This is an optimization exercise on Yosys and OpenROAD, whose aim is small area, a short achievable clock period and few clock cycles, not a production implementation.
Function was checked by simulation only, so behaviour that the tests miss may differ from the original.
Power is estimated from default activity; no workload was simulated.

**flow/run.sh**
```bash
#!/bin/bash
set -euo pipefail
bash standard.sh SETUP_SLACK_MARGIN=6.8 finish > standard.log 2>&1
```
**standard.sh**
```bash
#!/bin/bash
# synth_recipe.tcl (not shown) runs the flow's synth.tcl, then flattens the netlist and writes it again
# the make line also repeats each setting of config.mk as NAME=value (left out here)
make -C /OpenROAD-flow-scripts/flow DESIGN_CONFIG=/design/flow/config.mk WORK_HOME=/design/flow/orfs CLKGATE_MAP_FILE= SYNTH_SCRIPT=/design/flow/synth_recipe.tcl "${@:-finish}"
```
**config.mk**
```make
export PLATFORM = sky130hd
export DESIGN_NAME = parity_cpu_top
export DESIGN_NICKNAME = parity_cpu_top
export VERILOG_FILES = /design/flow/design.v
export SDC_FILE = /design/flow/constraint.sdc
export NUM_CORES = 4
export LEC_CHECK = 0
export CAP_MARGIN = 20
export CORE_MARGIN = 2
export CORE_UTILIZATION = 55
export CTS_BUF_LIST = sky130_fd_sc_hd__clkbuf_16
export CTS_CLUSTER_DIAMETER = 80
export CTS_CLUSTER_SIZE = 25
export SLEW_MARGIN = 20
```
**constraint.sdc**
```tcl
create_clock -name core_clock -period 10.0 [get_ports {clk}]
set_input_delay 2.0000 -clock core_clock [delete_from_list [all_inputs] [get_ports {clk}]]
set_output_delay 2.0000 -clock core_clock [all_outputs]
set_load 0.01 [all_outputs]
```
**design.v**
```verilog
package cpu_pkg;
	typedef logic [8-1:0]             byte_t;
	typedef logic [$clog2(8)-1:0]    reg_addr_t;
	typedef logic [9-1:0]               pc_t;
	typedef logic [$clog2(256)-1:0]  mem_addr_t;
	typedef enum logic [3:0] {
		op_pass_imm,
		op_xori,
		op_addi,
		op_add,
		op_xor,
		op_and,
		op_or,
		op_sll,
		op_xorall,
		op_addr,
		op_bne,
		op_beq
	} alu_op_e;
	typedef enum logic [1:0] {
		st_idle,
		st_run,
		st_done
	} run_state_e;
endpackage
module parity_cpu_top (
	input  logic                   clk,
	input  logic                   arst_n,
	input  logic                   psel,
	input  logic                   penable,
	input  logic                   pwrite,
	input  logic [9-1:0] paddr,
	input  cpu_pkg::byte_t         pwdata,
	output cpu_pkg::byte_t         prdata,
	output logic                   pready,
	output logic                   pslverr
);
	localparam int NR = 17;
	localparam int NS = 15;
	function automatic logic [3:0] add15(input logic [3:0] a, input logic [3:0] k);
		logic [4:0] t;
		t = {1'b0, a} + {1'b0, k};
		if (t >= 5'd15) t = t - 5'd15;
		add15 = t[3:0];
	endfunction
	function automatic logic [4:0] sum15(input logic [7:0] x);
		sum15 = {1'b0, x[7:4]} + {1'b0, x[3:0]};
	endfunction
	function automatic logic at15(input logic [4:0] e, input logic [3:0] h);
		at15 = (e == {1'b0, h}) || (e == {1'b0, h} + 5'd15);
	endfunction
	function automatic logic [3:0] step15(input logic [3:0] a, input logic up);
		if (up) step15 = (a >= 4'd14) ? 4'd0 : a + 4'd1;
		else step15 = (a == 4'd0 || a == 4'd15) ? 4'd14 : a - 4'd1;
	endfunction
	function automatic logic [3:0] pos15(input logic [3:0] m, input logic [3:0] hh);
		logic [5:0] t;
		t = 6'd30 + {1'b0, m, 1'b0} - {1'b0, hh, 1'b0} - 6'd1;
		if (t >= 6'd30) t = t - 6'd30;
		if (t >= 6'd15) t = t - 6'd15;
		pos15 = t[3:0];
	endfunction
	function automatic logic [4:0] ridx(input logic [7:0] x);
		ridx = (x[7:4] == 4'hf) ? 5'd16 : {1'b0, x[3:0]};
	endfunction
	logic [NR-1:0][NS-1:0][7:0] ring;
	logic [NR-1:0][7:0] slot0_d;
	logic [3:0] h, h1, h3;
	logic [3:0] h_next;
	logic [7:0] pad_q, tap_q, seed_q, top_q;
	logic       busy;
	logic       done;
	logic [7:0] wa;       
	logic [3:0] pw;       
	logic       in_pad;   
	logic [7:0] s;        
	logic [7:0] wd_q;     
	logic [5:0] ri;       
	logic [3:0] pr;       
	logic [5:0] wi;       
	logic [3:0] qn;       
	logic [7:0] fifo [8];
	logic       ready_q;
	logic [7:0] prdata_q;
	logic       hw_v;
	logic [3:0] hw_f;     
	logic [4:0] hw_r;
	logic [7:0] hw_d;
	logic       complete;
	logic       is_status;
	logic       is_fixed;
	logic       start;
	logic       in0_at9;
	logic       wa_top;
	logic       run_pad;
	logic       run_msg;
	logic       run_wr;
	logic       run_top;
	logic       fill;
	logic [7:0] q_in;
	logic       wen;
	logic [4:0] wr_r;
	logic [7:0] wd;
	logic [7:0] s_new;
	logic       in_pad_new;
	logic [5:0] wi_new;
	logic [7:0] byte_new;
	logic       at1, at3;
	logic       pend;
	logic       ready_d;
	logic [7:0] rd_ring;
	logic [7:0] rd_next;
	logic [7:0] rd_fixed;
	logic       rd_byp;
	assign h_next = (h >= 4'd15) ? 4'd0 : add15(h, 4'd8);
	always_ff @(posedge clk) begin
		h  <= h_next;
		h1 <= add15(h_next, 4'd8);
		h3 <= add15(h_next, 4'd9);
	end
	always_comb begin
		for (int r = 0; r < NR; r++) begin
			slot0_d[r] = (wen && wr_r == 5'(r)) ? wd : ring[r][1];
		end
	end
	always_ff @(posedge clk) begin
		for (int r = 0; r < NR; r++) begin
			ring[r][0] <= slot0_d[r];
			for (int p = 1; p < NS - 1; p++) ring[r][p] <= ring[r][p+1];
			ring[r][NS-1] <= ring[r][0];
		end
	end
	assign wa_top  = (wa == 8'hff);
	assign run_pad = busy && in_pad && ((pw == 4'd1) || wa_top);
	assign run_msg = busy && !in_pad && ((pw == 4'd1) || wa_top) && (qn != 4'd0);
	assign run_wr  = run_pad || run_msg;
	assign run_top = run_wr && wa_top;
	assign fill    = busy && (pr == 4'd9) && (ri != 6'(59)) && (qn != 4'd8 || run_msg);
	assign q_in    = ring[ri[3:0]][9];
	assign in0_at9 = (h == 4'd3);
	assign s_new      = run_wr ? {s[6:0], ^(s & tap_q)} : s;
	assign in_pad_new = in_pad && !(run_wr && wa == pad_q + 8'(64 - 1));
	assign wi_new     = run_msg ? wi + 6'd1 : wi;
	assign byte_new   = (fill && ri[2:0] == wi_new[2:0]) ? q_in : fifo[wi_new[2:0]];
	always_comb begin
		if (busy) begin
			wen  = run_wr && !wa_top;
			wr_r = ridx(wa);
			wd   = wd_q;
		end else begin
			wen  = hw_v;
			wr_r = hw_r;
			wd   = hw_d;
		end
	end
	assign complete  = psel && penable && ready_q;
	assign is_status = paddr[9-1];
	assign is_fixed  = !is_status && (((paddr[7:2] == 6'b001111) && (paddr[1:0] != 2'b00)) || (paddr[7:0] == 8'hff));
	assign start     = complete && pwrite && (paddr == 9'h100) && pwdata[0] && !busy;
	assign at1  = at15(sum15(paddr[7:0]), h1);
	assign at3  = at15(sum15(paddr[7:0]), h3);
	assign pend = busy && (paddr[7:6] != 2'b00) && !(paddr[7:0] == wa && run_wr && !wa_top);
	always_comb begin
		if (is_status) ready_d = 1'b1;
		else if (is_fixed) ready_d = pwrite ? !busy : (!pend && hw_f == 4'd0);
		else if (pwrite) ready_d = at3 && !busy;
		else ready_d = at1 && !pend;
	end
	assign rd_byp  = wen && (wr_r == ridx(paddr[7:0]));
	assign rd_ring = (paddr[7:4] == 4'hf) ? ring[16][1] : ring[paddr[3:0]][1];
	always_comb begin
		if (paddr[7]) rd_fixed = top_q;
		else if (!paddr[1]) rd_fixed = pad_q;
		else if (!paddr[0]) rd_fixed = tap_q;
		else rd_fixed = seed_q;
		if (is_status) rd_next = {6'b0, done, busy};
		else if (is_fixed) rd_next = rd_fixed;
		else if (rd_byp) rd_next = wd;
		else rd_next = rd_ring;
	end
	always_ff @(posedge clk or negedge arst_n) begin
		if (!arst_n) begin
			busy    <= 1'b0;
			done    <= 1'b0;
		end else begin
			if (start) begin
				busy <= 1'b1;
				done <= 1'b0;
			end else if (run_msg && wi == 6'(59 - 1)) begin
				busy <= 1'b0;
				done <= 1'b1;
			end
		end
	end
	always_ff @(posedge clk) begin
		ready_q  <= psel && ready_d;
		prdata_q <= rd_next;
		hw_v <= complete && pwrite && !is_status && !is_fixed;
		hw_r <= ridx(paddr[7:0]);
		hw_d <= pwdata;
		hw_f[0] <= complete && pwrite && !is_status && paddr[7:0] == 8'(61);
		hw_f[1] <= complete && pwrite && !is_status && paddr[7:0] == 8'(62);
		hw_f[2] <= complete && pwrite && !is_status && paddr[7:0] == 8'(63);
		hw_f[3] <= complete && pwrite && !is_status && paddr[7:0] == 8'hff;
		if (hw_f[0]) pad_q <= hw_d;
		if (hw_f[1]) tap_q <= hw_d;
		if (hw_f[2]) seed_q <= hw_d;
		if (run_top) top_q <= wd;
		else if (hw_f[3]) top_q <= hw_d;
		if (!busy) begin
			wa     <= 8'(64);
			pw     <= pos15(4'(64 % 15), h);
			in_pad <= 1'b1;
			s      <= seed_q;
			wd_q   <= seed_q ^ 8'h20;
			wi     <= '0;
			if (in0_at9) begin
				fifo[0] <= ring[0][9];
				ri <= 6'd1;
				pr <= pos15(4'd1, h);
				qn <= 4'd1;
			end else begin
				ri <= '0;
				pr <= pos15(4'd0, h);
				qn <= 4'd0;
			end
		end else begin
			if (run_wr) wa <= wa + 8'd1;
			pw     <= step15(pw, run_wr);
			in_pad <= in_pad_new;
			s      <= s_new;
			wd_q   <= (in_pad_new ? 8'h20 : byte_new) ^ s_new;
			wi     <= wi_new;
			if (fill) begin
				fifo[ri[2:0]] <= q_in;
				ri <= ri + 6'd1;
			end
			pr <= step15(pr, fill);
			qn <= qn + 4'(fill) - 4'(run_msg);
		end
	end
	assign prdata  = prdata_q;
	assign pready  = ready_q;
	assign pslverr = 1'b0;
endmodule
```
==> impl_results.md, run 1 <==
- Dominant synthesized flop cell: dfxtp_1
- Met3 Routed Length: 5477 um
- Largest fanout on the critical path: 8
- Clock Root Buffer: clkbuf_16
- RSZ-0062 raised after global routing: yes
- EDFF count, synth: 102
- DRT Wirelength: 100500 um
- Post-synthesis mux area share: 3.995%
- Async S/R FF share, synth: 0.08985%
- Final Cycle Share: 35.54%
- Remaining DRCs: 0
- Final ANT Viol Nets: 0
- Synth cell types: 90
- Switch Pwr: 2.624 mW
- Synthesized Nets: 3592
- CTS Buf Count: 101
- Critical Path End Type: flip-flop
- Peak supply drop: 0.0001370 V
- DIE AREA: 101700 um^2
- Sw Ratio: 19.51%
- Initial drt markers: 1939
- DIE HEIGHT: 318.9 um
- CTS tree: done
- Fin nets: 3713
- Req. time, crit path: 10.58 ns
- XOR/XNOR share of the synthesized area: 1.271%
- Fin Hold WS: 0.3052 ns
- Max Buffers Root-to-Sink: 3
- Buffers on Ports: 30
- Final Setup Violations: 0
- Crit path launch type: input pin
- Compound-Gate Fraction of Synth Area: 4.805%
- Clock network power share: 32.8%
- Vias per inst: 5.012
- PwrDens: 222.1 nW/um^2
- Worst skew pair latency: 0.72 ns
- Layout area overhead: 11.03%
- Fill count: 7450
- Syn. warnings: 1
- Antenna violations before repair: 4
- Measured slew at the worst slew-check pin: 0.9839 ns
- DRT Pass-1 Iters: 6
- Sequential Power Share: 66.3%
- Routed WL per cell: 20.26 um
- Max H-tree Level: 3
- Sink Count: 2226
- Max-cap violations: 0
- Critical path arrival: 4.14 ns
- Io pins: 32
- Global-route usage over all layers: 19.52%
- Cells after DPL: 4776
- Total gr overflow: 0
- Flops & latches, synth: 2226
- Min Tclk post-route: 3.554 ns
- GP Congestion: 0.8420
- Avg Synthesized Cell Area: 15.44 um^2
- Simple-gate share of the synthesized area: 4.300%
- Synth Area in Adders: 0.8532%
- Worst slack, placed: 3.771 ns
- DP HPWL: 61560 um
- Layout Cells excl Fill: 4962
- Clk pin slew, worst setup/hold paths: 0.09 ns
- Internal Power: 10.83 mW
- Cells after Synth: 3534
- Met2 routed WL: 43720 um
- Syn Std Cell Area: 54550 um^2
- Met1 WL: 48060 um
- Starting Density: 55.43%
- Fin Setup TNS: 0 ns
- Final slew viol count: 0
- Reg area: 45620 um^2
- Logic gate share of total power: 0.8%
- Largest net degree at the start of global routing: 61
- Row Count: 115
- Status: timing/DRC/antenna clean
- Static leakage: 23.50 nW
- Global-route wire length before repair: 149100 um
- Die width: 318.9 um
- Vias in the first global route: 24480
- Final critical-path setup slack: 6.446 ns
- Final Hold Fails: 0
- Critical path class: input pin to flip-flop
- Achievable Freq: 281.4 MHz
- Worst rel slew slack: 34.32%
- Share of layout cells above drive strength 1: 11.68%
- Worst hold path class: flip-flop to flip-flop
- Routed vias: 24870
- Seq/Total Area, Yosys: 83.57%
- Worst clock skew: 0.03669 ns
- Multi-input gate area: 8989 um^2
- Largest family of logic cells by synthesized area: compound AO/OA/AOI/OAI gates
- Core area: 98420 um^2
- Max layer used: met5
-- power groups by stage --
| stage | clock (mW) | sequential (mW) | combinational [mW] |
|---|---|---|---|
| 6_report | 4.41 | 8.92 | 0.113 |
| 5_1_grt | 4.89 | 8.93 | 0.121 |
| 4_1_cts | 4.54 | 8.93 | 0.110 |
| 3_5_place_dp | 0 | 9.13 | 0.0814 |
| 3_3_place_gp | 0 | 9.13 | 0.0804 |
| 2_1_floorplan | 0 | 9.13 | 0.0522 |
-- cell families after synthesis --
kind of cell,Yosys count
AO/OA/AOI/OAI,404
XOR/XNOR,76
adder cells (fa/ha/maj),36
buffers and inverters,151
flip-flops,2226
multiplexers,146
other,1
AND/OR/NAND/NOR,494
-- registers in the layout (all words and copies together) (netlist names), 8 cells and up --
register	count
ring	2040
pad_q	8
prdata_q	8
tap_q	8
hw_d	8
top_q	8
wa	8
wd_q	8
seed_q	8
fifo	64
s	8
-- cell usage after synthesis (5+ instances only) --
library cell | instances | area, um^2
ha_1 | 34 | 425.4
nor4_1 | 11 | 68.82
a21oi_1 | 141 | 705.7
buf_4 | 9 | 67.56
buf_2 | 20 | 100.1
o2bb2ai_1 | 5 | 43.79
o221ai_1 | 5 | 43.79
and2_1 | 8 | 50.05
a211oi_1 | 56 | 420.4
xnor2_1 | 36 | 315.3
o31ai_1 | 5 | 37.54
a21boi_0 | 5 | 37.54
a221oi_1 | 19 | 166.4
xor2_1 | 38 | 332.8
mux4_2 | 56 | 1261
nand2_1 | 139 | 521.8
and3_1 | 34 | 212.7
edfxtp_1 | 102 | 3063
nand2b_1 | 10 | 62.56
nor2_1 | 180 | 675.7
inv_1 | 37 | 138.9
nor2_2 | 8 | 50.05
a22o_1 | 5 | 43.79
mux2_1 | 10 | 112.6
clkbuf_1 | 68 | 255.2
a22oi_1 | 9 | 67.56
o21a_1 | 5 | 37.54
or2_2 | 7 | 43.79
o21ai_0 | 87 | 435.4
dfxtp_1 | 2122 | 42480
a31oi_1 | 15 | 93.84
buf_1 | 8 | 30.03
nand4_1 | 12 | 75.07
nor3_1 | 26 | 130.1
mux2i_1 | 76 | 760.7
nor2b_1 | 9 | 56.30
nand3_1 | 20 | 100.1
-- per-layer routing --
metal / GRT usage [%] / vias to the layer above
met5: 0 / -
met1: 28.10 / 12150
met3: 3.747 / 162
met2: 29.84 / 552
li1: - / 12000
met4: 6.488 / 2
-- layout make-up --
cell class / count / share of cell area [%]
flip-flops and latches: 2226 / 75.31
multi-input cells: 1160 / 14.84
clock buffers: 101 / 4.173
well taps: 1287 / 2.658
repair buffers: 124 / 2.382
clock inverters: 21 / 0.3553
inverters: 42 / 0.2789
diodes: 1 / 0.004131
-- metrics by stage --
| step | instance area [um^2] | utilization [%] | total power [mW] |
|---|---|---|---|
| 2_1_floorplan | 54700 | - | 9.182 |
| 3_3_place_gp | 56400 | 57.30 | 9.214 |
| 3_5_place_dp | 56440 | 57.35 | 9.215 |
| 4_1_cts | 60130 | 61.10 | 13.58 |
| 5_1_grt | 60570 | 61.54 | 13.94 |
| 6_report | 60570 | 61.55 | 13.45 |
-- cells in the final DEF (no fill, tap or decap), types with 12 or more instances in the layout --
master and instances:
a211oi_1 51, a21oi_1 138, a221oi_1 15, and3_1 34
buf_12 15, buf_4 65, buf_6 15, clkbuf_16 103
clkdlybuf4s50_1 13, dfxtp_1 2108, dfxtp_2 12, edfxtp_1 102
ha_1 28, inv_1 42, mux2i_1 68, mux4_2 56
nand2_1 136, nand3_1 17, nand4_1 12, nor2_1 179
nor3_1 24, o21ai_0 81, xnor2_1 35, xor2_1 38
-- path summary, 6_finish.rpt --
check,to,depth (start not counted),slack [ns],start
setup / recovery,prdata_q[7],11,6.45,paddr[0]
hold / removal,ring[1140],0,0.31,ring[1148]
setup reg to reg,wd_q[5],8,6.79,ri[2]
hold reg to reg,ring[1140],0,0.31,ring[1148]
max in group asynchronous,busy,1,8.37,arst_n
min in group asynchronous,done,1,1.47,arst_n
-- repair_timing --
| item | in CTS | in global routing |
|---|---|---|
| hold buffers | 0 | 0 |
| endpoints found under the setup margin | 277 | 90 |
| resized for setup | 185 | 42 |
| pin swaps | 19 | 28 |
| cloned | 6 | 4 |
| setup buffers | 32 | 21 |
-- worst max-delay path, cell delays in order --
cell and delay, ns:
buf_16 0.11, buf_8 0.14, buf_6 0.12, buf_12 0.14
and2_4 0.14, xnor2_1 0.12, or4_4 0.52, nor2_4 0.12
buf_12 0.15, mux2_4 0.30, a211oi_1 0.28
Testbench counts, summed over its fixed seeds: cycles 10,229.
==> run 2, diff against run 1 <==
--- a/design.v
+++ b/design.v
@@ -108,9 +108,11 @@
 	logic       at1, at3;
 	logic       pend;
 	logic       ready_d;
+	logic       rdy_now, rdy_rd, rdy_wr;
 	logic [7:0] rd_ring;
 	logic [7:0] rd_next;
 	logic [7:0] rd_fixed;
+	logic [7:0] rd_other;
 	logic       rd_byp;
 	assign h_next = (h >= 4'd15) ? 4'd0 : add15(h, 4'd8);
 	always_ff @(posedge clk) begin
@@ -160,12 +162,10 @@
 	assign at1  = at15(sum15(paddr[7:0]), h1);
 	assign at3  = at15(sum15(paddr[7:0]), h3);
 	assign pend = busy && (paddr[7:6] != 2'b00) && !(paddr[7:0] == wa && run_wr && !wa_top);
-	always_comb begin
-		if (is_status) ready_d = 1'b1;
-		else if (is_fixed) ready_d = pwrite ? !busy : (!pend && hw_f == 4'd0);
-		else if (pwrite) ready_d = at3 && !busy;
-		else ready_d = at1 && !pend;
-	end
+	assign rdy_now = is_status || (is_fixed && (pwrite ? !busy : (!pend && hw_f == 4'd0)));
+	assign rdy_rd  = !is_status && !is_fixed && !pwrite && !pend;
+	assign rdy_wr  = !is_status && !is_fixed && pwrite && !busy;
+	assign ready_d = rdy_now || (rdy_rd && at1) || (rdy_wr && at3);
 	assign rd_byp  = wen && (wr_r == ridx(paddr[7:0]));
 	assign rd_ring = (paddr[7:4] == 4'hf) ? ring[16][1] : ring[paddr[3:0]][1];
 	always_comb begin
@@ -173,10 +173,10 @@
 		else if (!paddr[1]) rd_fixed = pad_q;
 		else if (!paddr[0]) rd_fixed = tap_q;
 		else rd_fixed = seed_q;
-		if (is_status) rd_next = {6'b0, done, busy};
-		else if (is_fixed) rd_next = rd_fixed;
-		else if (rd_byp) rd_next = wd;
-		else rd_next = rd_ring;
+		if (is_status) rd_other = {6'b0, done, busy};
+		else if (is_fixed) rd_other = rd_fixed;
+		else rd_other = wd;
+		rd_next = (is_status || is_fixed || rd_byp) ? rd_other : rd_ring;
 	end
 	always_ff @(posedge clk or negedge arst_n) begin
 		if (!arst_n) begin
==> run 2 against run 1 <==
Sequential share of layout area up 0.79 points. Hold slack better by 0.0078 ns. Largest cell class unchanged. First-iteration DRC count down 9.7%. Sequential power about the same. Non-clock buffer count down 14. Maximum frequency up 3.8%. Utilization down 0.43 points.
==> impl_results.md, run 2 <==
- Core area: 98130 um^2
- Global-route usage over all layers: 19.65%
- Starting Density: 55.33%
- Slowest stage delay, CP: 0.59 ns
- GP Congestion: 0.8288
- Worst hold path class: flip-flop to flip-flop
- Biggest regs: ring x2040, fifo x64
- Cell Chain, Critical Path: buf_16 > buf_12 > buf_16 > mux4_2 > mux4_2 > mux2i_1 > nor3_1 > a21oi_1 > o21ai_0
- CTS Buf Count: 101
- Internal Power: 10.88 mW
- Seq/Total Area, Yosys: 83.97%
- Commonest non-fill, non-tap cell in the layout: dfxtp_1
- Sink Count: 2226
- Final ANT Viol Nets: 0
- Synthesized Nets: 3537
- Top delay family on crit path: multiplexers
- Finished Cell Area: 59970 um^2
- Worst path bufs/invs: 3
- DRT Wirelength: 98830 um
- Area leader, netlist: dfxtp_1
- Critical path class: input pin to flip-flop
- Fin nets: 3647
- Buffers on Ports: 30
- Die width: 318.2 um
- Max-cap violations: 0
- Global-route wire length before repair: 149900 um
- Final Hold Fails: 0
- Worst clock skew: 0.04191 ns
- Final Setup Violations: 0
- Syn. warnings: 1
- Power Total: 13.47 mW
- Layout Cells excl Fill: 4900
- Max Buffers Root-to-Sink: 3
- Largest register FFs: 2040
- Logic gate share of total power: 0.9%
- Layout area overhead: 10.45%
- Async S/R FF share, synth: 0.08985%
- Dominant synthesized flop cell: dfxtp_1
- Final Util: 61.11%
- PwrDens: 224.7 nW/um^2
- Initial drt markers: 1751
- Largest fanout on the critical path: 7
- Critical path arrival: 3.98 ns
- Worst slack, placed: 4.301 ns
- Synth cell types: 82
- Req. time, crit path: 10.56 ns
- Static leakage: 23.09 nW
- Share of layout cells above drive strength 1: 11.38%
- Row Count: 115
- Most common cell in the netlist: dfxtp_1
- Io pins: 32
- Min Tclk post-route: 3.422 ns
- Vias per inst: 4.942
- Switch Pwr: 2.596 mW
- Largest net degree at the start of global routing: 66
- Total gr overflow: 0
- Avg Synthesized Cell Area: 15.60 um^2
- EDFF count, synth: 102
- Critical Path End Type: flip-flop
- Clk pin slew, worst setup/hold paths: 0.10 ns
- Top cell type's share of synthesized area: 78.24%
- Worst rel slew slack: 35.88%
- Syn Std Cell Area: 54300 um^2
- Sw Ratio: 19.26%
- Achievable Freq: 292.2 MHz
- CTS tree: done
- RSZ-0062 raised after global routing: yes
- Cells after Synth: 3480
- Final slew viol count: 0
- Worst skew pair latency: 0.71 ns
- Cells after DPL: 4728
- Top reg by flops: ring
- Clock Root Buffer: clkbuf_16
- Routed vias: 24220
- Fin Setup TNS: 0 ns
- Reg area: 45640 um^2
- Crit path launch type: input pin
- Final critical-path setup slack: 6.578 ns
- Status: timing/DRC/antenna clean
- Fill count: 7366
- Measured slew at the worst slew-check pin: 0.9583 ns
- Clock network power share: 32.9%
- Remaining DRCs: 0
- Ranking of synthesized cells by area: dfxtp_1, edfxtp_1, mux4_2
- Peak supply drop: 0.0001514 V
- Commonest non-fill, non-tap cells in the layout: dfxtp_1, nand2_1, o21ai_0
- Post-DP Area: 56070 um^2
- DP HPWL: 61080 um
- Antenna violations before repair: 1
- DIE AREA: 101300 um^2
- Sequential Power Share: 66.2%
- DIE HEIGHT: 318.2 um
- Multi-input gate area: 8517 um^2
- DRT Pass-1 Iters: 5
- Max H-tree Level: 3
- Final Cycle Share: 34.22%
- Top cells by count, synth: dfxtp_1, nand2_1, o21ai_0
- Vias in the first global route: 24620
- Fin Hold WS: 0.3130 ns
- Flops & latches, synth: 2226
- Slowest stage cell, crit path: mux4_2
- Routed WL per cell: 20.17 um
-- run 2: cell count changes in the layout (fill, tap and decap cells not counted), sizes merged, moves of 14 or more --
cell	change
a21oi	-89
buf	-14
and3	-29
xor2	-14
mux2i	-21
a211oi	-29
a221oi	-15
mux4	+32
nor2	-102
o21ai	+110
nand2	+121
-- run 2: worst paths after layout --
path / start / to / slack (ns) / cells after the start
hold reg to reg: ring[597] / ring[589] / 0.31 / 0
min in group asynchronous: arst_n / busy / 1.45 / 1
setup / recovery: paddr[0] / prdata_q[1] / 6.58 / 9
hold / removal: ring[597] / ring[589] / 0.31 / 0
max in group asynchronous: arst_n / busy / 8.42 / 1
setup reg to reg: busy / wd_q[0] / 6.84 / 9
-- run 2: worst register-to-register path, cell delays in order, from the launching register on --
cell        delay [ns]
dfrtp_2           0.40
buf_16            0.28
clkinvlp_4        0.27
buf_4             0.23
a31oi_1           0.32
nand4_1           0.21
o41ai_4           0.48
nand2_4           0.18
or4_1             0.56
o311a_1           0.13
-- run 2: logic make-up (layout without fill, tap and decap cells) --
family                     after synthesis  count (layout)  share of synthesized area [%]
muxes                                  154             154                          4.892
adders and majority gates               35              35                         0.8342
other                                    1               2                       0.006906
xor gates and xnor gates                70              70                          1.129
AOI/OAI and AO/OA                      368             368                          4.116
and+or+nand+nor                        481             481                          3.943
buffers and inverters                  145             277                          1.108
DFF                                   2226            2226                          83.97
-- run 2: layer usage --
| layer | vias to the layer above | part of all wire [%] | track usage [%] |
|---|---|---|---|
| met1 | 11960 | 48 | 28.07 |
| li1 | 11710 | - | - |
| met2 | 424 | 46 | 31.48 |
| met3 | 128 | 3.5 | 2.754 |
| met5 | - | 0 | 0 |
| met4 | 0 | 2.2 | 5.719 |
-- run 2: area by class of cell --
type | count | area share (%)
repair buffers | 110 | 2.040
diodes | 1 | 0.004173
well taps | 1287 | 2.685
clock inverters | 20 | 0.2921
inverters | 42 | 0.2963
multi-input cells | 1109 | 14.20
clock buffers | 105 | 4.381
flip-flops and latches | 2226 | 76.10
-- run 2: power by group through the flow --
| stage | logic [mW] | registers, mW | clock network (mW) |
|---|---|---|---|
| global route | 0.122 | 8.93 | 4.91 |
| detailed placement | 0.0807 | 9.13 | 0 |
| global placement | 0.0797 | 9.13 | 0 |
| CTS | 0.114 | 8.92 | 4.57 |
| floorplan | 0.0533 | 9.13 | 0 |
| finish | 0.115 | 8.92 | 4.44 |
-- run 2: what timing repair did --
action,CTS,global route
cloned,6,0
setup endpoints to repair,285,125
pin swaps,15,19
hold buffers,0,0
gates resized for setup,167,47
buffers inserted,31,9
Testbench counts of run 2, summed over its fixed seeds: cycles 10,229.
==> run 3, diff against run 2 <==
--- a/config.mk
+++ b/config.mk
@@ -10,5 +10,5 @@
 export CORE_UTILIZATION = 55
 export CTS_BUF_LIST = sky130_fd_sc_hd__clkbuf_16
 export CTS_CLUSTER_DIAMETER = 80
-export CTS_CLUSTER_SIZE = 25
+export CTS_CLUSTER_SIZE = 30
 export SLEW_MARGIN = 20
==> run 3 against run 2 <==
Sequential power about the same. Non-clock buffer count shrank 2. Largest cell class unchanged. Area after synthesis did not move. Routed wire length is 0.26% higher. Critical endpoint unchanged. Global-route usage down 0.11 points. Clock-buffer cell count down 16. Clock skew shrank 0.0098 ns.
==> impl_results.md, run 3 <==
- Final slew viol count: 0
- DRT Wirelength: 99090 um
- Worst rel slew slack: 35.59%
- Slowest stage delay, CP: 0.61 ns
- Routed WL per cell: 20.30 um
- Peak supply drop: 0.0001466 V
- Die width: 318.2 um
- Power Total: 13.16 mW
- Reg2reg setup slack: 6.84 ns
- Initial drt markers: 1903
- Worst clock skew: 0.03216 ns
- Compound-Gate Fraction of Synth Area: 4.116%
- Global-route wire length before repair: 148400 um
- Static leakage: 22.87 nW
- Fin nets: 3631
- Fin Hold WS: 0.3222 ns
- Seq/Total Area, Yosys: 83.97%
- Dominant synthesized flop cell: dfxtp_1
- Area leader, netlist: dfxtp_1
- Commonest non-fill, non-tap cell in the layout: dfxtp_1
- Buffers on Ports: 30
- Max Buffers Root-to-Sink: 3
- Layout area overhead: 9.639%
- Final ANT Viol Nets: 0
- Worst skew pair latency: 0.69 ns
- Top delay family on crit path: multiplexers
- Ranking of synthesized cells by area: dfxtp_1, edfxtp_1, mux4_2
- Measured slew at the worst slew-check pin: 0.9627 ns
- Largest net degree at the start of global routing: 66
- Cells after DPL: 4728
- Share of layout cells above drive strength 1: 11.05%
- EDFF count, synth: 102
- Fin Setup TNS: 0 ns
- Post-synthesis mux area share: 4.892%
- Core area: 98130 um^2
- Vias per inst: 4.961
- Clock Root Buffer: clkbuf_16
- PwrDens: 221.1 nW/um^2
- Vias in the first global route: 24230
- Achievable Freq: 285.1 MHz
- Commonest non-fill, non-tap cells in the layout: dfxtp_1, nand2_1, o21ai_0
- GP Congestion: 0.8288
- Biggest regs: ring x2040, fifo x64
- Global-route usage over all layers: 19.54%
- RSZ-0062 raised after global routing: yes
- Status: timing/DRC/antenna clean
- Critical path arrival: 4.06 ns
- Largest family of logic cells by synthesized area: multiplexers
- Critical path class: input pin to flip-flop
- Row Count: 115
- Max-cap violations: 0
- Antenna violations before repair: 3
- Final Cycle Share: 35.07%
- Avg Synthesized Cell Area: 15.60 um^2
- Top cells by count, synth: dfxtp_1, nand2_1, o21ai_0
- Starting Density: 55.33%
- Max H-tree Level: 3
- Top cell type's share of synthesized area: 78.24%
- Clk pin slew, worst setup/hold paths: 0.10 ns
- Critical Path End Type: flip-flop
- Worst hold path class: flip-flop to flip-flop
- Final Hold Fails: 0
- Syn. warnings: 1
- Simple-gate share of the synthesized area: 3.943%
- DIE AREA: 101300 um^2
- Sink Count: 2226
- CTS Buf Count: 86
- Remaining DRCs: 0
- Top reg by flops: ring
- Async S/R FF share, synth: 0.08985%
- Slowest stage cell, crit path: mux4_2
- Largest register FFs: 2040
- Synthesized Nets: 3537
- Min Tclk post-route: 3.507 ns
- Largest fanout on the critical path: 7
- Syn Std Cell Area: 54300 um^2
- Flops & latches, synth: 2226
- DIE HEIGHT: 318.2 um
- Crit path launch type: input pin
- Synth cell types: 82
- Routed vias: 24210
- Req. time, crit path: 10.55 ns
- Layout Cells excl Fill: 4881
- XOR/XNOR share of the synthesized area: 1.129%
- Cell Chain, Critical Path: buf_16 > buf_12 > buf_16 > mux4_2 > mux4_2 > mux2i_2 > nor3_2 > a21oi_1 > o21ai_1
- Cts hold-fix bufs: 0
- DP HPWL: 61080 um
- CTS tree: done
- Final Setup Violations: 0
- Most common cell in the netlist: dfxtp_1
- Total gr overflow: 0
- DRT Pass-1 Iters: 6
- Cells after Synth: 3480
- Io pins: 32
- Synth Area in Adders: 0.8342%
- Worst path bufs/invs: 3
-- run 3: cell count changes in the layout (fill, tap and decap cells not counted), sizes merged, moves of 2 or more --
cell    delta
clkbuf    -15
buf        -3
clkinv     -3
inv        +2
-- run 3: worst paths after layout --
check,endpoint,from,cells after the start
worst max-delay path,prdata_q[1],paddr[0],9
worst min-delay path,ring[1716],ring[1724],0
worst max register to register,ring[1325],qn[2],10
worst min register to register,ring[1716],ring[1724],0
max in group asynchronous,busy,arst_n,1
min in group asynchronous,busy,arst_n,1
-- run 3: metrics by stage --
stage,utilization (%),instance area [um^2],setup slack (ns)
finish,60.66,59530,6.493
CTS,60.38,59250,6.573
global route,60.66,59530,6.492
global placement,57.14,56070,4.360
detailed placement,57.14,56070,4.301
floorplan,-,54440,6.261
-- run 3: timing repair --
action,in CTS,in global routing
setup endpoints to repair,285,92
cloned,6,2
setup buffers,28,9
pin swaps,14,16
resized for setup,157,52
-- run 3: layer usage --
layer	vias up	global-route usage, %	part of all wire [%]
li1	11690	-	-
met2	460	31.06	45
met5	-	0	0
met1	11930	28.10	49
met4	0	5.729	2.3
met3	137	2.754	3.8
-- run 3: kinds of logic after synthesis --
| group | Yosys count |
|---|---|
| xor gates and xnor gates | 70 |
| adders and majority gates | 35 |
| other | 1 |
| muxes | 154 |
| buffers and inverters | 145 |
| AOI/OAI and AO/OA | 368 |
| and+or+nand+nor | 481 |
| DFF | 2226 |
-- run 3: where the power goes --
part,switching (mW),total (mW),internal (mW)
clock,2.48,4.12,1.64
sequential,0.00574,8.93,8.92
combinational,0.0569,0.114,0.0571
-- run 3: area by class of cell --
cell class / instances / area, um^2
inverters: 42 / 177.7
diodes: 1 / 2.502
multi-input cells: 1110 / 8526
flip-flops and latches: 2226 / 45630
clock buffers: 89 / 2227
clock inverters: 18 / 155.1
well taps: 1287 / 1610
repair buffers: 108 / 1199
fillers: 7407 / 38600
-- run 3: worst register-to-register path, cell delays in order (launching register included) --
cell and delay, ns:
dfxtp_1 0.32, inv_1 0.07, ha_1 0.21, or3b_1 0.27, o21ai_1 0.18, o32ai_4 0.39, nand2_2 0.23, nor3_4 0.31
nand2_1 0.27, buf_4 0.31, o21ai_0 0.45
==> run 4, diff against run 3 <==
--- a/config.mk
+++ b/config.mk
@@ -7,7 +7,7 @@
 export LEC_CHECK = 0
 export CAP_MARGIN = 20
 export CORE_MARGIN = 2
-export CORE_UTILIZATION = 55
+export CORE_UTILIZATION = 65
 export CTS_BUF_LIST = sky130_fd_sc_hd__clkbuf_16
 export CTS_CLUSTER_DIAMETER = 80
 export CTS_CLUSTER_SIZE = 30
==> run 4 against run 3 <==
Clock skew is 0.0089 ns higher. Final cell count shrank 4.1%. Via count fell by 0.59%. Clock power about the same. Die area shrank 15%. Flip-flop and latch count did not move. Register-to-register slack worse by 0.05 ns. Global-route usage up 2.9 points. Clock-buffer cell count decreased by 2. Non-clock buffer count is 20 higher. Total power barely moved. Critical path depth is 1 higher. Critical endpoint is now ready_q.
==> impl_results.md, run 4 <==
- Internal Power: 10.61 mW
- Req. time, crit path: 10.54 ns
- EDFF count, synth: 102
- Switch Pwr: 2.558 mW
- Worst hold path class: flip-flop to flip-flop
- Worst slack, placed: 4.950 ns
- Total gr overflow: 0
- Initial drt markers: 1553
- Syn. warnings: 1
- Fin Setup TNS: 0 ns
- Cells after Synth: 3480
- Row Count: 105
- Commonest non-fill, non-tap cell in the layout: dfxtp_1
- Remaining DRCs: 0
- RSZ-0062 raised after global routing: yes
- DIE HEIGHT: 293.0 um
- Final ANT Viol Nets: 0
- Global-route wire length before repair: 143700 um
- Sequential Power Share: 67.8%
- Final Setup Violations: 0
- Worst skew pair latency: 0.68 ns
- Final critical-path setup slack: 6.576 ns
- CTS Buf Count: 86
- Core area: 82370 um^2
- Max-cap violations: 0
- Commonest non-fill, non-tap cells in the layout: dfxtp_1, nand2_1, o21ai_0
- DP HPWL: 60260 um
- Biggest regs: ring x2040, fifo x64
- Die width: 293.0 um
- Share of layout cells above drive strength 1: 11.29%
- Antenna violations before repair: 3
- Final Util: 72.28%
- Vias in the first global route: 23870
- Avg Synthesized Cell Area: 15.60 um^2
- Starting Density: 65.92%
- Max H-tree Level: 3
- Critical Path End Type: flip-flop
- Area leader, netlist: dfxtp_1
- Largest fanout on the critical path: 4
- Ranking of synthesized cells by area: dfxtp_1, edfxtp_1, mux4_2
- Critical path arrival: 3.96 ns
- Final slew viol count: 0
- Worst rel slew slack: 37.16%
- Antenna fix cells: 0
- Dominant synthesized flop cell: dfxtp_1
- Critical path class: input pin to flip-flop
- DRT Pass-1 Iters: 5
- Top reg by flops: ring
- Min Tclk post-route: 3.424 ns
- Synthesized Nets: 3537
- Clk pin slew, worst setup/hold paths: 0.12 ns
- GP Congestion: 0.9116
- Met2 GRT Util: 36.01%
- Final Hold Fails: 0
- Vias per inst: 5.140
- Gr busiest metal: met2
- Largest net degree at the start of global routing: 44
- Clock Root Buffer: clkbuf_16
- Fin Hold WS: 0.3107 ns
- Io pins: 32
- CTS tree: done
- Logic gate share of total power: 0.9%
- M3 GR Usage: 3.238%
- Max Buffers Root-to-Sink: 3
- Sw Ratio: 19.43%
- Synth cell types: 82
- Clock network power share: 31.3%
- Peak supply drop: 0.0001989 V
- Routed vias: 24070
- Power Total: 13.17 mW
- Routed WL per cell: 20.64 um
- Global-route usage over all layers: 22.46%
- PwrDens: 221.1 nW/um^2
- Met1 Track Usage GR: 32.62%
- Static leakage: 23.06 nW
- Flops & latches, synth: 2226
- Achievable Freq: 292.0 MHz
- Syn Std Cell Area: 54300 um^2
- Worst clock skew: 0.04109 ns
- Fill count: 5314
- Layout area overhead: 9.658%
- DIE AREA: 85860 um^2
- Async S/R FF share, synth: 0.08985%
- Seq/Total Area, Yosys: 83.97%
- Final Cycle Share: 34.24%
- Most common cell in the netlist: dfxtp_1
- Fin nets: 3651
- Buffers on Ports: 30
- Largest register FFs: 2040
- DRT Wirelength: 96680 um
- Measured slew at the worst slew-check pin: 0.9391 ns
- Top cell type's share of synthesized area: 78.24%
- Top cells by count, synth: dfxtp_1, nand2_1, o21ai_0
- Sink Count: 2226
- Crit path launch type: input pin
- Status: timing/DRC/antenna clean
==> run 4: cell type report <==
type / instances / area [um^2] / share of cell area, %
Multi-Input combinational cell: 1110 / 8474 / 14.23
Timing Repair Buffer: 128 / 1503 / 2.524
Inverter: 42 / 170.2 / 0.2858
Clock inverter: 20 / 236.5 / 0.3972
Clock buffer: 87 / 2177 / 3.656
Sequential cell: 2226 / 45640 / 76.66
Tap cell: 1070 / 1339 / 2.249
==> run 4: worst max-delay path, stage by stage <==
cell,delay (ns)
dlygate4sd2_1,0.27
buf_12,0.13
ha_4,0.35
a21oi_2,0.10
xnor2_2,0.27
xor2_2,0.22
xor2_1,0.16
o22ai_1,0.10
a211oi_2,0.26
o41ai_1,0.09
==> run 4: power groups by stage <==
stage	Combinational [mW]	Sequential [mW]	Clock [mW]
5_1_grt	0.123	8.93	4.52
6_report	0.116	8.93	4.13
4_1_cts	0.112	8.93	4.20
2_1_floorplan	0.0533	9.13	0
3_3_place_gp	0.0772	9.13	0
3_5_place_dp	0.0784	9.13	0
==> run 4: cells by family (layout without fill, tap and decap cells) <==
kind of cell / count (synthesis) / in the layout / synth area share, %
mux: 154 / 154 / 4.892
xor+xnor: 70 / 71 / 1.129
buf+inv: 145 / 277 / 1.108
compound gates: 368 / 368 / 4.116
other cells: 1 / 1 / 0.006906
fa+ha+maj: 35 / 35 / 0.8342
simple gates: 481 / 481 / 3.943
flops: 2226 / 2226 / 83.97
==> run 4: worst paths after layout <==
kind                       startpoint        to  slack [ns]  cells after the start
max reg2reg                     pw[1]   wd_q[0]        6.79                     12
min reg2reg                  ring[86]  ring[78]        0.31                      0
min                          ring[86]  ring[78]        0.31                      0
min in group asynchronous      arst_n      busy        1.48                      1
max in group asynchronous      arst_n      busy        8.38                      1
max                          paddr[2]   ready_q        6.58                     10
==> run 4: metrics by stage <==
stage,instances,instance area [um^2]
CTS,4656,59120
global placement,4518,55830
floorplan,3480,54440
detailed placement,4518,55830
finish,4683,59540
global route,4683,59540
==> run 4: timing repair <==
action,CTS,global route
gates resized for setup,168,67
cloned,8,2
endpoints found under the setup margin,287,105
setup buffers,23,25
pin swaps,15,16
hold buffers,0,0
==> run 4: routing by layer <==
metal / vias to the layer above / part of all wire (%)
met1: 11800 / 48
met5: - / 0
met4: 0 / 2.4
li1: 11730 / -
met3: 111 / 4.0
met2: 431 / 45
==> run 5, diff against run 4 <==
--- a/config.mk
+++ b/config.mk
@@ -10,5 +10,5 @@
 export CORE_UTILIZATION = 65
 export CTS_BUF_LIST = sky130_fd_sc_hd__clkbuf_16
 export CTS_CLUSTER_DIAMETER = 80
-export CTS_CLUSTER_SIZE = 30
+export CTS_CLUSTER_SIZE = 25
 export SLEW_MARGIN = 20
==> run 5 against run 4 <==
Maximum frequency increased by 0.90%. Critical path type unchanged. Critical endpoint unchanged. Via count increased by 0.62%. Largest power group unchanged. Flip-flop and latch count stayed put. Still clean.
==> impl_results.md, run 5 <==
- Antenna violations before repair: 0
- Measured slew at the worst slew-check pin: 0.8973 ns
- CTS Buf Count: 100
- Worst rel slew slack: 39.99%
- PwrDens: 224.6 nW/um^2
- Starting Density: 65.92%
- Cell Chain, Critical Path: dlygate4sd2_1 > buf_12 > ha_4 > a21oi_2 > xnor2_2 > xor2_2 > xor2_1 > o22ai_1 > a211oi_2 > o41ai_1
- Static leakage: 23.13 nW
- Synthesized Nets: 3537
- Final Cycle Share: 33.94%
- EDFF count, synth: 102
- CTS tree: done
- Fin Setup TNS: 0 ns
- Largest net degree at the start of global routing: 44
- GP Congestion: 0.9116
- Cts hold-fix bufs: 0
- Largest fanout on the critical path: 4
- Flops & latches, synth: 2226
- Area leader, netlist: dfxtp_1
- Top cell type's share of synthesized area: 78.24%
- Final critical-path setup slack: 6.606 ns
- Clk pin slew, worst setup/hold paths: 0.10 ns
- Hold path depth: 0
- Fill count: 5242
- Slowest stage delay, CP: 0.35 ns
- Top cells by count, synth: dfxtp_1, nand2_1, o21ai_0
- Worst reg2reg path depth: 10
- Layout area overhead: 10.09%
- Max H-tree Level: 3
- Worst clock skew: 0.05412 ns
- Final Setup Violations: 0
- Worst r2r dst: ring[1323]
- Cells after Synth: 3480
- Row Count: 105
- Commonest non-fill, non-tap cell in the layout: dfxtp_1
- Global-route wire length before repair: 145000 um
- Top reg by flops: ring
- Async S/R FF share, synth: 0.08985%
- Critical path arrival: 3.96 ns
- Critical Path End Type: flip-flop
- Die width: 293.0 um
- Remaining DRCs: 0
- Sink Count: 2226
- Worst hold start: ring[53]
- Biggest regs: ring x2040, fifo x64
- Total gr overflow: 0
- Achievable Freq: 294.6 MHz
- Max Buffers Root-to-Sink: 3
- Met2 routed WL: 44340 um
- Share of layout cells above drive strength 1: 11.49%
- Final Hold Fails: 0
- Vias in the first global route: 24150
- R2r startpoint: qn[2]
- Routed vias: 24220
- Seq/Total Area, Yosys: 83.97%
- DRT Pass-1 Iters: 7
- Global-route usage over all layers: 22.68%
- Critical path class: input pin to flip-flop
- Routed WL per cell: 20.76 um
- Antenna fix cells: 0
- RSZ-0062 raised after global routing: yes
- Syn Std Cell Area: 54300 um^2
- Commonest non-fill, non-tap cells in the layout: dfxtp_1, nand2_1, o21ai_0
- Final slew viol count: 0
- Core area: 82370 um^2
- Fin nets: 3660
- Power Total: 13.42 mW
- Final ANT Viol Nets: 0
- Vias per inst: 5.162
- DRT Wirelength: 97400 um
- Most common cell in the netlist: dfxtp_1
- Peak supply drop: 0.0002101 V
- Max layer used: met4
- Initial drt markers: 1589
- Reg2reg setup slack: 6.81 ns
- Post-DP Area: 55830 um^2
- CP Launch Point: paddr[2]
- Met1 WL: 45850 um
- Met3 Routed Length: 4279 um
- Largest register FFs: 2040
- Worst slack, placed: 4.950 ns
- Worst hold path class: flip-flop to flip-flop
- Avg Synthesized Cell Area: 15.60 um^2
- Crit path launch type: input pin
- DIE HEIGHT: 293.0 um
- DIE AREA: 85860 um^2
- Synth cell types: 82
- Syn. warnings: 1
- Ranking of synthesized cells by area: dfxtp_1, edfxtp_1, mux4_2
- Min Tclk post-route: 3.394 ns
- Buffers on Ports: 30
- Io pins: 32
- Status: timing/DRC/antenna clean
- Finished Cell Area: 59770 um^2
- Worst skew pair latency: 0.70 ns
- Slowest stage cell, crit path: ha_4
- DP HPWL: 60260 um
- Req. time, crit path: 10.57 ns
- Fin Hold WS: 0.2903 ns
- Clock Root Buffer: clkbuf_16
- Hold path endpoint: ring[45]
- Dominant synthesized flop cell: dfxtp_1
- Max-cap violations: 0
-- run 5: area by class of cell --
type                    count  area, um^2  share of cell area (%)
clock buffers             100        2502                   4.186
clock inverters            21       256.5                  0.4291
inverters                  42       170.2                  0.2847
multi-input cells        1110        8482                   14.19
flip-flops and latches   2226       45640                   76.35
well taps                1070        1339                   2.240
repair buffers            123        1388                   2.321
-- run 5: worst max path at each step --
stage	endpoint	slack, ns	cells after the start
2_1_floorplan	ready_q	6.26	9
3_3_place_gp	prdata_q[3]	5.01	9
3_5_place_dp	prdata_q[3]	4.95	9
4_1_cts	ready_q	6.68	10
5_1_grt	ready_q	6.54	10
6_report	ready_q	6.61	10
-- run 5: what timing repair did --
| item | CTS | global route |
|---|---|---|
| setup endpoints to repair | 292 | 100 |
| resized for setup | 173 | 44 |
| pin swaps | 21 | 11 |
| buffers inserted | 21 | 23 |
| cloned | 8 | 1 |
-- run 5: where the power goes --
part	switching (mW)	total [mW]	internal (mW)
combinational	0.0560	0.114	0.0581
clock	2.55	4.39	1.84
sequential	0.00528	8.92	8.92
-- run 5: logic make-up after synthesis --
| kind of cell | count (synthesis) | share of synthesized area [%] |
|---|---|---|
| flip-flops | 2226 | 83.97 |
| buffers and inverters | 145 | 1.108 |
| adder cells (fa/ha/maj) | 35 | 0.8342 |
| multiplexers | 154 | 4.892 |
| AND/OR/NAND/NOR | 481 | 3.943 |
| other | 1 | 0.006906 |
| XOR/XNOR | 70 | 1.129 |
| AO/OA/AOI/OAI | 368 | 4.116 |
-- run 5: critical path: cells and delay by family --
family          cells  cell delay (ns)
fa+ha+maj           1             0.35
compound gates      4             0.55
xor+xnor            3             0.64
buf+inv             2             0.41
-- run 5: metal layers --
metal / global-route usage, % / vias up
li1: - / 11750
met1: 32.49 / 11820
met2: 36.20 / 503
met3: 3.442 / 152
met4: 6.804 / 0
met5: 0 / -
-- run 5: through the flow --
step / util, % / cells
final: 72.56 / 4692
after global routing: 72.56 / 4692
after CTS: 72.12 / 4668
after detailed placement: 67.78 / 4518
after global placement: 67.78 / 4518
after floorplan: - / 3480
==> run 6, diff against run 5 <==
==> flow/run.sh (replaced) <==
#!/bin/bash
set -euo pipefail
bash standard.sh SETUP_SLACK_MARGIN=6.7 finish > standard.log 2>&1
==> run 6 against run 5 <==
Maximum frequency is essentially flat. Critical path depth grew 2. Hold slack gained 0.0049 ns. Critical path type unchanged. Largest cell class unchanged. Largest power group unchanged.
==> impl_results.md, run 6 <==
- Core area: 82370 um^2
- Status: timing/DRC/antenna clean
- Max-cap violations: 0
- Biggest regs: ring x2040, fifo x64
- Top cells by count, synth: dfxtp_1, nand2_1, o21ai_0
- Final Hold Fails: 0
- Max H-tree Level: 3
- Critical path arrival: 3.95 ns
- Commonest non-fill, non-tap cells in the layout: dfxtp_1, nand2_1, o21ai_0
- Global-route usage over all layers: 23.37%
- Req. time, crit path: 10.56 ns
- Initial drt markers: 1576
- Commonest non-fill, non-tap cell in the layout: dfxtp_1
- Syn. warnings: 1
- CP Launch Point: paddr[0]
- Measured slew at the worst slew-check pin: 1.041 ns
- Routed vias: 24300
- Worst reg2reg path depth: 9
- R2r startpoint: qn[2]
- Worst skew pair latency: 0.70 ns
- Fin Setup TNS: 0 ns
- Worst r2r dst: ring[962]
- Antenna violations before repair: 4
- Sink Count: 2226
- DRT Wirelength: 99660 um
- Top cell type's share of synthesized area: 78.24%
- Flops & latches, synth: 2226
- Largest register FFs: 2040
- DP HPWL: 61890 um
- Peak supply drop: 0.0001885 V
- Worst hold path class: flip-flop to flip-flop
- Min Tclk post-route: 3.391 ns
- GP Congestion: 0.8560
- Final slew viol count: 0
- Max Buffers Root-to-Sink: 3
- EDFF count, synth: 102
- Row Count: 105
- Buffers on Ports: 30
- Largest net degree at the start of global routing: 65
- Static leakage: 23.00 nW
- RSZ-0062 raised after global routing: yes
- Final Setup Violations: 0
- Worst rel slew slack: 30.61%
- Global-route wire length before repair: 149100 um
- Total gr overflow: 0
- Cells after Synth: 3480
- Synth cell types: 82
- Syn Std Cell Area: 54300 um^2
- Fin nets: 3641
- Clock Root Buffer: clkbuf_16
- DIE HEIGHT: 293.0 um
- Slowest stage delay, CP: 0.43 ns
- Remaining DRCs: 0
- Worst slack, placed: 4.948 ns
- Vias per inst: 5.199
- Power Total: 13.45 mW
- Setup crit end: ready_q
- Seq/Total Area, Yosys: 83.97%
- PwrDens: 225.9 nW/um^2
- Reg2reg setup slack: 6.70 ns
- Share of layout cells above drive strength 1: 10.82%
- Crit path launch type: input pin
- Starting Density: 65.92%
- CTS tree: done
- Dominant synthesized flop cell: dfxtp_1
- Top reg by flops: ring
- Die width: 293.0 um
- Critical Path End Type: flip-flop
- Final ANT Viol Nets: 0
- Io pins: 32
- Vias in the first global route: 24570
- Most common cell in the netlist: dfxtp_1
- Critical path class: input pin to flip-flop
- Final Cycle Share: 33.91%
- Most used cell, CP: o41ai_2
- Layout area overhead: 9.609%
- Final critical-path setup slack: 6.609 ns
- Routed WL per cell: 21.32 um
- Area leader, netlist: dfxtp_1
- Slowest stage cell, crit path: fa_2
- Ranking of synthesized cells by area: dfxtp_1, edfxtp_1, mux4_2
- Synthesized Nets: 3537
- DRT Pass-1 Iters: 5
- Worst clock skew: 0.05003 ns
- Cell Chain, Critical Path: buf_16 > ha_4 > fa_2 > xor2_4 > buf_6 > and2_1 > o21ai_0 > o311ai_1 > o41ai_2 > a31o_2 > o21ai_2 > o41ai_2
- Achievable Freq: 294.9 MHz
- Avg Synthesized Cell Area: 15.60 um^2
- Async S/R FF share, synth: 0.08985%
- Clk pin slew, worst setup/hold paths: 0.09 ns
- DIE AREA: 85860 um^2
- Largest fanout on the critical path: 5
- CTS Buf Count: 100
==> run 6: worst min-delay path by stage <==
stage,startpoint,endpoint,slack [ns],cells after the start
2_1_floorplan,ring[1008],ring[1000],0.31,0
3_3_place_gp,ring[1630],ring[1622],0.31,0
3_5_place_dp,ring[283],ring[275],0.31,0
4_1_cts,ring[119],ring[111],0.29,0
5_1_grt,ring[119],ring[111],0.30,0
6_report,ring[119],ring[111],0.30,0
==> run 6: metal layers <==
| layer | up-vias | GRT usage, % | part of all wire, % |
|---|---|---|---|
| li1 | 11700 | - | - |
| met1 | 11950 | 33.62 | 47 |
| met2 | 501 | 37.36 | 46 |
| met3 | 157 | 2.874 | 3.4 |
| met4 | 0 | 7.617 | 3.2 |
| met5 | - | 0 | 0 |
==> run 6: cell type report <==
| type | count | area (um^2) |
|---|---|---|
| inverter | 42 | 170.2 |
| fill | 5092 | 22860 |
| clock buffer | 101 | 2527 |
| antenna | 1 | 2.502 |
| sequential | 2226 | 45630 |
| tap | 1070 | 1339 |
| timing repair buffer | 104 | 1190 |
| multi-input combinational | 1110 | 8428 |
| clock inverter | 21 | 226.5 |
==> run 6: report_power, final <==
group	total, mW	internal [mW]	switching (mW)
combinational	0.112	0.0590	0.0533
clock	4.41	1.85	2.57
sequential	8.92	8.92	0.00505
==> run 6: logic make-up (layout without fill, tap and decap cells) <==
kind of cell               count (synthesis)  count (layout)  share of synthesized area, %
AOI/OAI and AO/OA                        368             368                         4.116
xor gates and xnor gates                  70              71                         1.129
adders and majority gates                 35              35                        0.8342
buffers and inverters                    145             268                         1.108
DFF                                     2226            2226                         83.97
muxes                                    154             154                         4.892
other                                      1               2                      0.006906
and+or+nand+nor                          481             481                         3.943
==> run 6: metrics by stage <==
stage	std cells	utilization, %	cell area (um^2)	hold WS, ns
final	4675	72.25	59510	0.2952
after global routing	4674	72.25	59510	0.2969
after CTS	4666	71.96	59270	0.2877
after detailed placement	4512	67.73	55790	0.3121
after global placement	4512	67.73	55790	0.3096
after floorplan	3480	-	54440	0.3096
==> run 6: repair_timing <==
item,CTS,global route
setup buffers,26,7
cloned,6,1
pin swaps,12,13
resized for setup,133,48
setup endpoints to repair,260,133
hold buffers,0,0
==> run 6: critical path, delay by kind of cell <==
family	cells	cell delay, ns
AO/OA/AOI/OAI	6	0.73
XOR/XNOR	1	0.26
adder cells (fa/ha/maj)	2	0.59
buffers and inverters	2	0.26
AND/OR/NAND/NOR	1	0.10
==> run 7, diff against run 6 <==
==> flow/run.sh (replaced) <==
#!/bin/bash
set -euo pipefail
bash standard.sh SETUP_SLACK_MARGIN=6.6 finish > standard.log 2>&1
==> run 7 against run 6 <==
Still clean on timing, DRC and antenna. Hold slack worse by 0.00091 ns. Flip-flop and latch count unchanged. First-iteration DRC count up 2.5%. Critical path type unchanged. Largest power group unchanged.
==> impl_results.md, run 7 <==
- Post-DP Area: 55790 um^2
- EDFF count, synth: 102
- Sequential Power Share: 66.4%
- Core area: 82370 um^2
- Internal Power: 10.82 mW
- Worst clock skew: 0.04921 ns
- Share of layout cells above drive strength 1: 10.10%
- Buffers on Ports: 30
- Final slew viol count: 0
- Largest fanout on the critical path: 5
- DIE AREA: 85860 um^2
- Cells after Synth: 3480
- Biggest regs: ring x2040, fifo x64
- Commonest non-fill, non-tap cells in the layout: dfxtp_1, nand2_1, o21ai_0
- Peak supply drop: 0.0001885 V
- Remaining DRCs: 0
- Final Setup Violations: 0
- Critical path arrival: 3.96 ns
- Antenna violations before repair: 4
- RSZ-0062 raised after global routing: yes
- Max-cap violations: 0
- Critical path class: input pin to flip-flop
- Synthesized Nets: 3537
- Max Buffers Root-to-Sink: 3
- Worst rel slew slack: 29.45%
- Routed WL per cell: 21.27 um
- Flops & latches, synth: 2226
- CTS tree: done
- Async S/R FF share, synth: 0.08985%
- Synth cell types: 82
- Largest net degree at the start of global routing: 65
- Req. time, crit path: 10.56 ns
- Fin nets: 3631
- DRT Pass-1 Iters: 5
- CTS Buf Count: 100
- Final ANT Viol Nets: 0
- Largest register FFs: 2040
- Final Hold Fails: 0
- Vias in the first global route: 24610
- PwrDens: 226.4 nW/um^2
- Clock Root Buffer: clkbuf_16
- Top reg by flops: ring
- DIE HEIGHT: 293.0 um
- Logic gate share of total power: 0.8%
- Sink Count: 2226
- Ranking of synthesized cells by area: dfxtp_1, edfxtp_1, mux4_2
- Static leakage: 22.90 nW
- Initial drt markers: 1616
- Finished Cell Area: 59360 um^2
- Syn. warnings: 1
- Global-route wire length before repair: 149300 um
- Top cells by count, synth: dfxtp_1, nand2_1, o21ai_0
- Starting Density: 65.92%
- Max H-tree Level: 3
- Io pins: 32
- Area leader, netlist: dfxtp_1
- Critical Path End Type: flip-flop
- Commonest non-fill, non-tap cell in the layout: dfxtp_1
- Final Cycle Share: 33.98%
- Cts hold-fix bufs: 0
- Clock network power share: 32.8%
- Sw Ratio: 19.49%
- Status: timing/DRC/antenna clean
- Top cell type's share of synthesized area: 78.24%
- Clk pin slew, worst setup/hold paths: 0.09 ns
- Avg Synthesized Cell Area: 15.60 um^2
- Syn Std Cell Area: 54300 um^2
- Most common cell in the netlist: dfxtp_1
- Crit path launch type: input pin
- Worst hold path class: flip-flop to flip-flop
- DRT Wirelength: 99270 um
- Achievable Freq: 294.3 MHz
- Measured slew at the worst slew-check pin: 1.058 ns
- Global-route usage over all layers: 23.39%
- Power Total: 13.44 mW
- Seq/Total Area, Yosys: 83.97%
- Fin Setup TNS: 0 ns
- GP Congestion: 0.8560
- Vias per inst: 5.199
- Switch Pwr: 2.619 mW
- Total gr overflow: 0
- Row Count: 105
- Worst skew pair latency: 0.70 ns
- Dominant synthesized flop cell: dfxtp_1
- Die width: 293.0 um
- Final Util: 72.06%
- Layout area overhead: 9.323%
- Min Tclk post-route: 3.398 ns
- Routed vias: 24270
- DP HPWL: 61890 um
[run 7: changes by cell type in the layout (fill, tap and decap cells not counted), moves of 4 or more]
| cell | change |
|---|---|
| buf_2 | -6 |
| buf_4 | -6 |
| dlygate4sd2_1 | +6 |
| dfxtp_1 | +5 |
| dfxtp_4 | -4 |
[run 7: power by group through the flow]
stage               Sequential [mW]  Combinational (mW)  Clock (mW)
global route                   8.93               0.118        4.80
detailed placement             9.13              0.0784           0
floorplan                      9.13              0.0532           0
CTS                            8.92               0.106        4.49
global placement               9.13              0.0785           0
finish                         8.92               0.111        4.41
[run 7: logic make-up after synthesis]
family | share of synthesized area [%]
simple gates | 3.943
buf+inv | 1.108
fa+ha+maj | 0.8342
mux | 4.892
compound gates | 4.116
other cells | 0.006906
flops | 83.97
xor+xnor | 1.129
[run 7: through the flow]
step                setup WS [ns]  hold WS, ns  std cells
floorplan                   6.261       0.3096       3480
global placement            5.004       0.3096       4512
detailed placement          4.948       0.3121       4512
CTS                         6.552       0.2878       4663
global route                6.531       0.2960       4664
finish                      6.602       0.2943       4667
[run 7: worst max-delay path: stages]
cell and delay (ns):
buf_4 0.14, ha_4 0.16, fa_2 0.43, xor2_4 0.26, buf_6 0.13, and2_1 0.10
o21ai_0 0.07, o311ai_1 0.12, o41ai_2 0.13, a31o_2 0.22, o21ai_2 0.12, o41ai_2 0.07
[run 7: routing by layer]
metal  share of wire (%)  global-route usage, %
met1                  47                  33.68
met2                  46                  37.45
met3                 3.6                  2.874
met4                 3.1                  7.467
met5                   0                      0
[run 7: path summary, 6_finish.rpt]
kind,from,endpoint,slack [ns],cells past startpoint
max,paddr[4],ready_q,6.60,12
min,ring[119],ring[111],0.29,0
max reg2reg,wa[4],wd_q[5],6.70,8
min reg2reg,ring[119],ring[111],0.29,0
max in group asynchronous,arst_n,busy,8.35,1
min in group asynchronous,arst_n,busy,1.48,1
[run 7: final cells by class]
type | count | area [um^2]
flip-flops and latches | 2226 | 45620
fillers | 5112 | 23010
multi-input cells | 1110 | 8407
clock buffers | 101 | 2527
well taps | 1070 | 1339
repair buffers | 94 | 1072
clock inverters | 21 | 226.5
inverters | 42 | 165.2
diodes | 3 | 7.507
[run 7: what timing repair did]
action                                  in CTS  in global routing
cloned                                       6                  0
setup buffers                               23                  1
resized for setup                           92                 51
endpoints found under the setup margin     228                 85
pin swaps                                   13                  5
==> run 8, diff against run 7 <==
==> flow/run.sh (replaced) <==
#!/bin/bash
set -euo pipefail
bash standard.sh SETUP_SLACK_MARGIN=6.9 finish > standard.log 2>&1
--- a/config.mk
+++ b/config.mk
@@ -7,7 +7,7 @@
 export LEC_CHECK = 0
 export CAP_MARGIN = 20
 export CORE_MARGIN = 2
-export CORE_UTILIZATION = 65
+export CORE_UTILIZATION = 55
 export CTS_BUF_LIST = sky130_fd_sc_hd__clkbuf_16
 export CTS_CLUSTER_DIAMETER = 80
 export CTS_CLUSTER_SIZE = 25
==> run 8 against run 7 <==
Hold slack better by 0.017 ns. Maximum frequency down 3.7%. Final area up 1.3%. Final cell count up 5.4%. Setup slack worse by 0.13 ns. Critical path type unchanged. Critical endpoint unchanged. Highest routed layer unchanged.
==> impl_results.md, run 8 <==
- Met1 WL: 48310 um
- Req. time, crit path: 10.59 ns
- Logic gate share of total power: 0.8%
- Cells after Synth: 3480
- Most used cell, CP: buf_16
- Sequential Power Share: 66.3%
- Achievable Freq: 283.4 MHz
- CTS Buf Count: 100
- Static leakage: 23.13 nW
- Row Count: 115
- RSZ-0062 raised after global routing: yes
- Worst hold path class: flip-flop to flip-flop
- Reg2reg setup slack: 6.88 ns
- Top delay family on crit path: compound AO/OA/AOI/OAI gates
- GP Congestion: 0.8337
- Final slew viol count: 0
- Final Setup Violations: 0
- Vias per inst: 4.962
- Critical path class: input pin to flip-flop
- Internal Power: 10.85 mW
- Avg Synthesized Cell Area: 15.60 um^2
- Switch Pwr: 2.594 mW
- Largest net degree at the start of global routing: 39
- Most common cell in the netlist: dfxtp_1
- Max H-tree Level: 3
- Initial drt markers: 1560
- Worst reg2reg path depth: 9
- Area leader, netlist: dfxtp_1
- DIE HEIGHT: 318.2 um
- Met3 Routed Length: 3553 um
- Final Cycle Share: 35.29%
- Cells after DPL: 4730
- DIE AREA: 101300 um^2
- Peak supply drop: 0.0001397 V
- Max layer used: met4
- Clock network power share: 32.8%
- Largest fanout on the critical path: 5
- Worst rel slew slack: 28.87%
- Hold path endpoint: ring[566]
- Top cells by count, synth: dfxtp_1, nand2_1, o21ai_0
- Core area: 98130 um^2
- Commonest non-fill, non-tap cell in the layout: dfxtp_1
- Worst skew pair latency: 0.72 ns
- Cts hold-fix bufs: 0
- Finished Cell Area: 60110 um^2
- Fin Setup TNS: 0 ns
- Final Hold Fails: 0
- Critical Path End Type: flip-flop
- Total gr overflow: 0
- Reg area: 45650 um^2
- Ranking of synthesized cells by area: dfxtp_1, edfxtp_1, mux4_2
- Met2 routed WL: 45630 um
- Layout area overhead: 10.70%
- Antenna violations before repair: 2
- Io pins: 32
- Fin Hold WS: 0.3111 ns
- Clock Root Buffer: clkbuf_16
- Flops & latches, synth: 2226
- Biggest regs: ring x2040, fifo x64
- Vias in the first global route: 24520
- Worst hold start: ring[574]
- CTS tree: done
- Seq/Total Area, Yosys: 83.97%
- Slowest stage cell, crit path: fa_2
- DRT Wirelength: 100300 um
- Final ANT Viol Nets: 0
- Async S/R FF share, synth: 0.08985%
- Commonest non-fill, non-tap cells in the layout: dfxtp_1, nand2_1, o21ai_0
- Worst clock skew: 0.04781 ns
- Sw Ratio: 19.29%
- Cell Chain, Critical Path: buf_16 > buf_16 > ha_4 > fa_2 > xor2_4 > and3_1 > o311ai_2 > o41ai_2 > a31o_2 > o21ai_1 > o41ai_1
- Starting Density: 55.33%
- Hold path depth: 0
- Die width: 318.2 um
- Syn. warnings: 1
- Largest register FFs: 2040
- PwrDens: 223.7 nW/um^2
- Crit path launch type: input pin
- Clk pin slew, worst setup/hold paths: 0.11 ns
- Final critical-path setup slack: 6.471 ns
- Post-DP Area: 56100 um^2
- DP HPWL: 61400 um
- Layout Cells excl Fill: 4917
- Status: timing/DRC/antenna clean
- Max Buffers Root-to-Sink: 3
- Synthesized Nets: 3537
- Worst r2r dst: ring[1327]
- Share of layout cells above drive strength 1: 11.91%
- Worst slack, placed: 4.298 ns
- Multi-input gate area: 8566 um^2
- Measured slew at the worst slew-check pin: 1.064 ns
- Top reg by flops: ring
- Global-route usage over all layers: 19.56%
- Synth cell types: 82
- Fill count: 7344
- Remaining DRCs: 0
- Buffers on Ports: 30
- Sink Count: 2226
- Global-route wire length before repair: 148800 um
- EDFF count, synth: 102
- Top cell type's share of synthesized area: 78.24%
- Worst path bufs/invs: 2
- Critical path arrival: 4.12 ns
- Min Tclk post-route: 3.529 ns
- Max-cap violations: 0
- Routed WL per cell: 20.41 um
- Fin nets: 3666
- DRT Pass-1 Iters: 5
- Slowest stage delay, CP: 0.45 ns
- Syn Std Cell Area: 54300 um^2
- R2r startpoint: pw[1]
- Routed vias: 24400
- Dominant synthesized flop cell: dfxtp_1
[run 8: changes by cell type in the layout (fill, tap and decap cells not counted), moves of 4 or more]
cell           before   now
buf_12             11     6
inv_6               1     5
dlygate4sd2_1       7     1
dfxtp_4             3    10
nand2_2            12     6
buf_6               9    17
o21ai_1            12    29
buf_16              2     7
clkbuf_16         101   105
o21ai_0           185   167
dfxtp_1          2112  2103
buf_4              42    73
[run 8: worst max path at each step]
| stage | to | from | slack [ns] | cells after the start |
|---|---|---|---|---|
| global route | ready_q | paddr[0] | 6.38 | 11 |
| finish | ready_q | paddr[0] | 6.47 | 11 |
| CTS | ready_q | paddr[0] | 6.51 | 11 |
| floorplan | ready_q | paddr[0] | 6.26 | 9 |
| global placement | prdata_q[2] | paddr[7] | 4.35 | 8 |
| detailed placement | prdata_q[4] | paddr[7] | 4.30 | 8 |
[run 8: cell families after synthesis]
| kind of cell | count (synthesis) | synth area share, % |
|---|---|---|
| AOI/OAI and AO/OA | 368 | 4.116 |
| xor gates and xnor gates | 70 | 1.129 |
| adders and majority gates | 35 | 0.8342 |
| buffers and inverters | 145 | 1.108 |
| DFF | 2226 | 83.97 |
| muxes | 154 | 4.892 |
| other | 1 | 0.006906 |
| and+or+nand+nor | 481 | 3.943 |
[run 8: final cells by class]
type,instances,share of cell area (%)
sequential,2226,75.94
multi-input combinational,1111,14.25
clock buffer,104,4.330
tap,1287,2.679
timing repair buffer,128,2.294
inverter,42,0.2831
clock inverter,17,0.2165
antenna,2,0.008326
[run 8: per-stage QoR]
stage / utilization, % / total power, mW
after floorplan: - / 9.183
after global placement: 57.14 / 9.210
after detailed placement: 57.17 / 9.212
after CTS: 60.88 / 13.56
after global routing: 61.25 / 13.89
final: 61.25 / 13.45
[run 8: layer usage]
layer	GRT usage [%]	vias up
met5	0	-
met4	6.551	0
met3	2.633	133
met2	31.43	457
met1	27.56	12040
li1	-	11770
[run 8: timing repair]
item / CTS / global route
pin swaps: 26 / 14
endpoints found under the hold margin: 0 / 0
buffers inserted: 33 / 23
resized for setup: 192 / 47
cloned: 7 / 1
setup endpoints to repair: 287 / 118
[run 8: power groups by stage]
stage	registers [mW]	clock network, mW	logic (mW)
4_1_cts	8.92	4.53	0.110
2_1_floorplan	9.13	0	0.0537
5_1_grt	8.92	4.85	0.117
6_report	8.92	4.41	0.111
3_3_place_gp	9.13	0	0.0786
3_5_place_dp	9.13	0	0.0803

Check on run 8: ideal ports give 6.471 ns setup slack; a clkbuf_16 on the clock port and buf_2 on the inputs give 6.364 ns; moving port delays by the midpoint clock arrival (0.766 ns) as well gives 5.599 ns.
